This design comes from an exercise in tuning for small area and a short achievable clock period on the open sky130 flow, not from production work. The RTL was checked by simulation tests, not by an equivalence proof against the original design. Power is estimated from default activity; no workload was simulated.

Design decodeStage, start of the top module:
module decodeStage (
	input logic CLK,
	input logic RESET,
	input logic FREEZE,
	input logic BUBBLE,
	input logic [31:0] instr,
	input logic [31:0] pc,
	input logic [31:0] r2Input,
	input logic wbEnable,
	input logic [4:0] wbAddr,
	input logic [31:0] wbData,
	output logic [31:0] exOpA,
	output logic [31:0] exOpB,
	output logic [31:0] exRtData,
	output logic [4:0] exWriteReg,
	output logic [4:0] exRsAddr,
	output logic [4:0] exRtAddr,
	output logic [4:0] exShamt,
	output logic [31:0] exImm,
	output logic [5:0] exAluOp,
	output logic exAluSrc,
	output logic exMemRead,
	output logic exMemWrite,
	output logic exMemToReg,
	output logic exDoWriteback,
	output logic exTakenBranch,
	output logic sysCall,
	output logic illegalInstr,
	output logic [31:0] nextPc,
	output logic takenBranch,
	output logic [31:0] r2Value
);
	localparam logic [2:0] brLez = 3'd3;
	localparam logic [2:0] brGtz = 3'd4;
  ...
Size in the first run: ~4200 cells after synthesis, about 370 I/O pins, about 0.050 mm^2 of cells after synthesis.
==> flow/config.mk <==
export PLATFORM = sky130hd
export DESIGN_NAME = decodeStage
export DESIGN_NICKNAME = decodeStage
export VERILOG_FILES = /design/flow/design.v
export SDC_FILE = /design/flow/constraint.sdc
export NUM_CORES = 4
export LEC_CHECK = 0
export CAP_MARGIN = 20
export CORE_MARGIN = 2
export CORE_UTILIZATION = 45
export SETUP_SLACK_MARGIN = 0.3
export SLEW_MARGIN = 20
export SYNTH_HIERARCHICAL = 1
==> flow/constraint.sdc <==
create_clock -name core_clock -period 8.0 [get_ports {CLK}]
set_input_delay 1.6000 -clock core_clock [delete_from_list [all_inputs] [get_ports {CLK}]]
set_output_delay 1.6000 -clock core_clock [all_outputs]
set_load 0.01 [all_outputs]
standard.sh (not shown) runs the stock make flow with config.mk's settings and CLKGATE_MAP_FILE= SYNTH_SCRIPT=/design/flow/synth_recipe.tcl, a recipe that flattens the netlist after the stock synthesis.
==> flow/flow/run.sh <==
#!/bin/bash
set -euo pipefail
CTS="-sink_clustering_enable -repair_clock_nets -dont_use_dummy_load"
CTS="$CTS -buf_list {sky130_fd_sc_hd__clkbuf_16} -sink_clustering_size 20 -sink_clustering_max_diameter 90"
ARGS=("BUFFER_PORTS_ARGS=-buffer_cell sky130_fd_sc_hd__buf_1" "CTS_ARGS=$CTS")
bash standard.sh "${ARGS[@]}" synth floorplan place > standard_place.log 2>&1
bash standard.sh "${ARGS[@]}" SETUP_SLACK_MARGIN=1.0 cts > standard_cts.log 2>&1
bash standard.sh "${ARGS[@]}" finish > standard.log 2>&1
Then changed:
--- a/flow/flow/run.sh
+++ b/flow/flow/run.sh
@@ -3,3 +3,3 @@
 CTS="-sink_clustering_enable -repair_clock_nets -dont_use_dummy_load"
-CTS="$CTS -buf_list {sky130_fd_sc_hd__clkbuf_16} -sink_clustering_size 20 -sink_clustering_max_diameter 90"
+CTS="$CTS -buf_list {sky130_fd_sc_hd__clkbuf_16} -sink_clustering_size 25 -sink_clustering_max_diameter 105"
 ARGS=("BUFFER_PORTS_ARGS=-buffer_cell sky130_fd_sc_hd__buf_1" "CTS_ARGS=$CTS")
- GPL_ROUTABILITY_DRIVEN: unset -> 0
What happened:
- routed wire length falls by a few percent
- first-iteration DRC count falls by a few percent
- clock-buffer cell count falls by 16
- synthesized area does not change
- worst setup slack is worse by 240 ps
- cell count falls slightly
- utilization falls by 0.69 points
- register-to-register slack is worse by 220 ps
- clock skew barely changes
- design area falls slightly
- via count falls slightly
Then changed:
--- a/flow/flow/run.sh
+++ b/flow/flow/run.sh
@@ -3,3 +3,3 @@
 CTS="-sink_clustering_enable -repair_clock_nets -dont_use_dummy_load"
-CTS="$CTS -buf_list {sky130_fd_sc_hd__clkbuf_16} -sink_clustering_size 25 -sink_clustering_max_diameter 105"
+CTS="$CTS -buf_list {sky130_fd_sc_hd__clkbuf_16} -sink_clustering_size 20 -sink_clustering_max_diameter 90"
 ARGS=("BUFFER_PORTS_ARGS=-buffer_cell sky130_fd_sc_hd__buf_1" "CTS_ARGS=$CTS")
- CORE_UTILIZATION: 45 -> 55
- GPL_ROUTABILITY_DRIVEN: 0 -> unset
Result: The new run completed without violations; sequential cell count stays the same; via count is higher by 2.8%; final area goes up by about 2%.
Then changed:
--- a/flow/flow/run.sh
+++ b/flow/flow/run.sh
@@ -6,3 +6,3 @@
 bash standard.sh "${ARGS[@]}" synth floorplan place > standard_place.log 2>&1
-bash standard.sh "${ARGS[@]}" SETUP_SLACK_MARGIN=1.0 cts > standard_cts.log 2>&1
+bash standard.sh "${ARGS[@]}" SETUP_SLACK_MARGIN=1.5 cts > standard_cts.log 2>&1
 bash standard.sh "${ARGS[@]}" finish > standard.log 2>&1
- CORE_UTILIZATION: 55 -> 45
Die area went up by 22%.
Fmax went down by 0.48%.
Register-to-register slack improved by 50 ps.


== v25 ==
decodeStage again, from the RTL that the note above started with.
==> flow/config.mk <==
export PLATFORM = sky130hd
export DESIGN_NAME = decodeStage
export DESIGN_NICKNAME = decodeStage
export VERILOG_FILES = /design/flow/design.v
export SDC_FILE = /design/flow/constraint.sdc
export NUM_CORES = 4
export LEC_CHECK = 0
export CAP_MARGIN = 20
export CORE_MARGIN = 2
export CORE_UTILIZATION = 45
export SETUP_SLACK_MARGIN = 0.3
export SLEW_MARGIN = 20
export SYNTH_HIERARCHICAL = 1
==> flow/constraint.sdc <==
create_clock -name core_clock -period 8.0 [get_ports {CLK}]
set_input_delay 1.6000 -clock core_clock [delete_from_list [all_inputs] [get_ports {CLK}]]
set_output_delay 1.6000 -clock core_clock [all_outputs]
set_load 0.01 [all_outputs]
==> flow/flow/run.sh <==
#!/bin/bash
set -euo pipefail
CTS="-sink_clustering_enable -repair_clock_nets -dont_use_dummy_load"
CTS="$CTS -buf_list {sky130_fd_sc_hd__clkbuf_16} -sink_clustering_size 25 -sink_clustering_max_diameter 105"
ARGS=("BUFFER_PORTS_ARGS=-buffer_cell sky130_fd_sc_hd__buf_1" "CTS_ARGS=$CTS")
bash standard.sh "${ARGS[@]}" synth floorplan place > standard_place.log 2>&1
bash standard.sh "${ARGS[@]}" SETUP_SLACK_MARGIN=1.0 cts > standard_cts.log 2>&1
bash standard.sh "${ARGS[@]}" SETUP_SLACK_MARGIN=0.75 finish > standard.log 2>&1
v25: flow completed, timing, DRC and antenna clean
What v36 does differently from v25 at the input level:
==> flow/flow/run.sh <==
#!/bin/bash
# Standard layout with two changes to how it is built:
#  - ports are buffered with buf_1 cells (repair upsizes them where timing needs it)
#    instead of the delay-cell buffer buffer_ports picks by default
#  - clock tree with larger leaf clusters and no dummy loads
set -euo pipefail
CTS="-sink_clustering_enable -repair_clock_nets -dont_use_dummy_load"
CTS="$CTS -buf_list {sky130_fd_sc_hd__clkbuf_16} -sink_clustering_size 20 -sink_clustering_max_diameter 90"
bash standard.sh \
	"BUFFER_PORTS_ARGS=-buffer_cell sky130_fd_sc_hd__buf_1" \
	"CTS_ARGS=$CTS" \
	finish > standard.log 2>&1
[summary]
- Higher area added between synthesis and finish was reported by v25, not v36.
- v25 → v36: logic gate share of total power went down by 1.0 points; total wire length went down by 7200 um.
Inputs modified between v36 and v56:
==> flow/flow/run.sh <==
#!/bin/bash
set -euo pipefail
CTS="-sink_clustering_enable -repair_clock_nets -dont_use_dummy_load"
CTS="$CTS -buf_list {sky130_fd_sc_hd__clkbuf_16} -sink_clustering_size 25 -sink_clustering_max_diameter 105"
ARGS=("BUFFER_PORTS_ARGS=-buffer_cell sky130_fd_sc_hd__buf_1" "CTS_ARGS=$CTS")
bash standard.sh "${ARGS[@]}" synth floorplan place > standard_place.log 2>&1
bash standard.sh "${ARGS[@]}" SETUP_SLACK_MARGIN=1.0 cts > standard_cts.log 2>&1
bash standard.sh "${ARGS[@]}" finish > standard.log 2>&1
Results
- v56 against v36: fraction of standard cell area in multi-input logic grew by 0.22 points, power shrank by 360 uW.
- v56 and v36 ended up with nearly the same sequential power.
- v36 → v56: global-route wire length before repair grew by about 3%, non-clock buffer share of cell area grew by 1.4 points, total number of cells along the worst setup path grew by 3, met2 layer usage reported by global route grew by 0.66 points.
- Looking only at utilization, and setting everything else aside, the higher value of v56 and v36 goes to v56.
- v56 ended with more reg-to-reg setup timing slack than v36.
- Part of the power in the clock network: lower on v56
- Summary: with v36 as the reference, total non-filler cell area in the finished layout in v56 moved up slightly.


decodeStage, a different RTL version from the one above (not shown whole).
Size: roughly 51000 um2 of cells after synthesis.
Settings: LEC_CHECK=0, CAP_MARGIN=5, CORE_MARGIN=2, CORE_UTILIZATION=45, SETUP_SLACK_MARGIN=0.3, SLEW_MARGIN=5, SYNTH_HIERARCHICAL=1; clock period 8.0 ns.
==> flow/flow/run.sh <==
#!/bin/bash
# Standard layout with two changes to how it is built:
#  - ports are buffered with buf_1 cells (repair upsizes them where timing needs it)
#    instead of the delay-cell buffer buffer_ports picks by default
#  - clock tree from clkbuf_8 cells, without dummy loads
set -euo pipefail
CTS="-sink_clustering_enable -repair_clock_nets -dont_use_dummy_load"
CTS="$CTS -buf_list {sky130_fd_sc_hd__clkbuf_8}"
bash standard.sh \
	"BUFFER_PORTS_ARGS=-buffer_cell sky130_fd_sc_hd__buf_1" \
	"CTS_ARGS=$CTS" \
	finish > standard.log 2>&1
The first run produced a clean layout.
Next try:
==> flow/flow/run.sh (replaced) <==
#!/bin/bash
# Standard layout with two changes to how it is built:
#  - ports are buffered with buf_1 cells (repair upsizes them where timing needs it)
#    instead of the delay-cell buffer buffer_ports picks by default
#  - clock tree without dummy loads, built from mid-size clock buffers
set -euo pipefail
CTS="-sink_clustering_enable -repair_clock_nets -dont_use_dummy_load"
CTS="$CTS -buf_list {sky130_fd_sc_hd__clkbuf_8 sky130_fd_sc_hd__clkbuf_16}"
bash standard.sh \
	"BUFFER_PORTS_ARGS=-buffer_cell sky130_fd_sc_hd__buf_1" \
	"CTS_ARGS=$CTS" \
	finish > standard.log 2>&1
Settings changed: CAP_MARGIN 5 to 20, SLEW_MARGIN 5 to 20.
Outcome: The new run completed without violations. Final cell count shrinks by 1.5%. Sequential share of layout area stays flat. Sequential power stays flat.

==> separate check: timing with driven ports <==
The results above use ideal ports. As a check the final layouts listed here were re-extracted and re-timed, cells and wires unchanged.
Step 1 (the two cells are an assumption about what drives the block):
set clk [get_ports {CLK}]
set_driving_cell -lib_cell sky130_fd_sc_hd__clkbuf_16 $clk
set_driving_cell -lib_cell sky130_fd_sc_hd__buf_2 [delete_from_list [all_inputs] $clk]
Step 2 also shifts input and output timing later by t, the mid clock arrival at the registers, as if the neighbouring blocks saw the same clock.
Three values: ideal, step 1, step 2; two values: the first two.
| run | t, ns | setup slack, ns | worst slew at a driven data input, ns |
|---|---|---|---|
| the first run of note 1 | 0.714 | 0.742 / 0.676 / 0.676 | 0.18 |
| the second run of note 1 | 0.751 | 0.499 / 0.446 / 0.446 | 0.19 |
| the third run of note 1 | 0.695 | 0.673 / 0.597 / 0.597 | 0.10 |
| the fourth run of note 1 | 0.714 | 0.638 / 0.543 / 0.543 | 0.15 |
| v25 | 0.764 | 0.757 / 0.689 / 0.689 | 0.16 |
| v36 | 0.716 | 0.164 / 0.082 / 0.082 | 0.18 |
| v56 | 0.762 | 0.700 / 0.630 / 0.630 | 0.16 |
| the first run of note 3 | 0.891 | 0.227 / 0.167 / 0.167 | 0.08 |
| the second run of note 3 | 0.771 | 0.241 / 0.180 / 0.180 | 0.09 |
After both steps setup and hold are still met in every run listed. The setup slack of the fourth run of note 1, which loses most, moves by -0.095 ns with the drivers and by -0.095 ns with both steps.
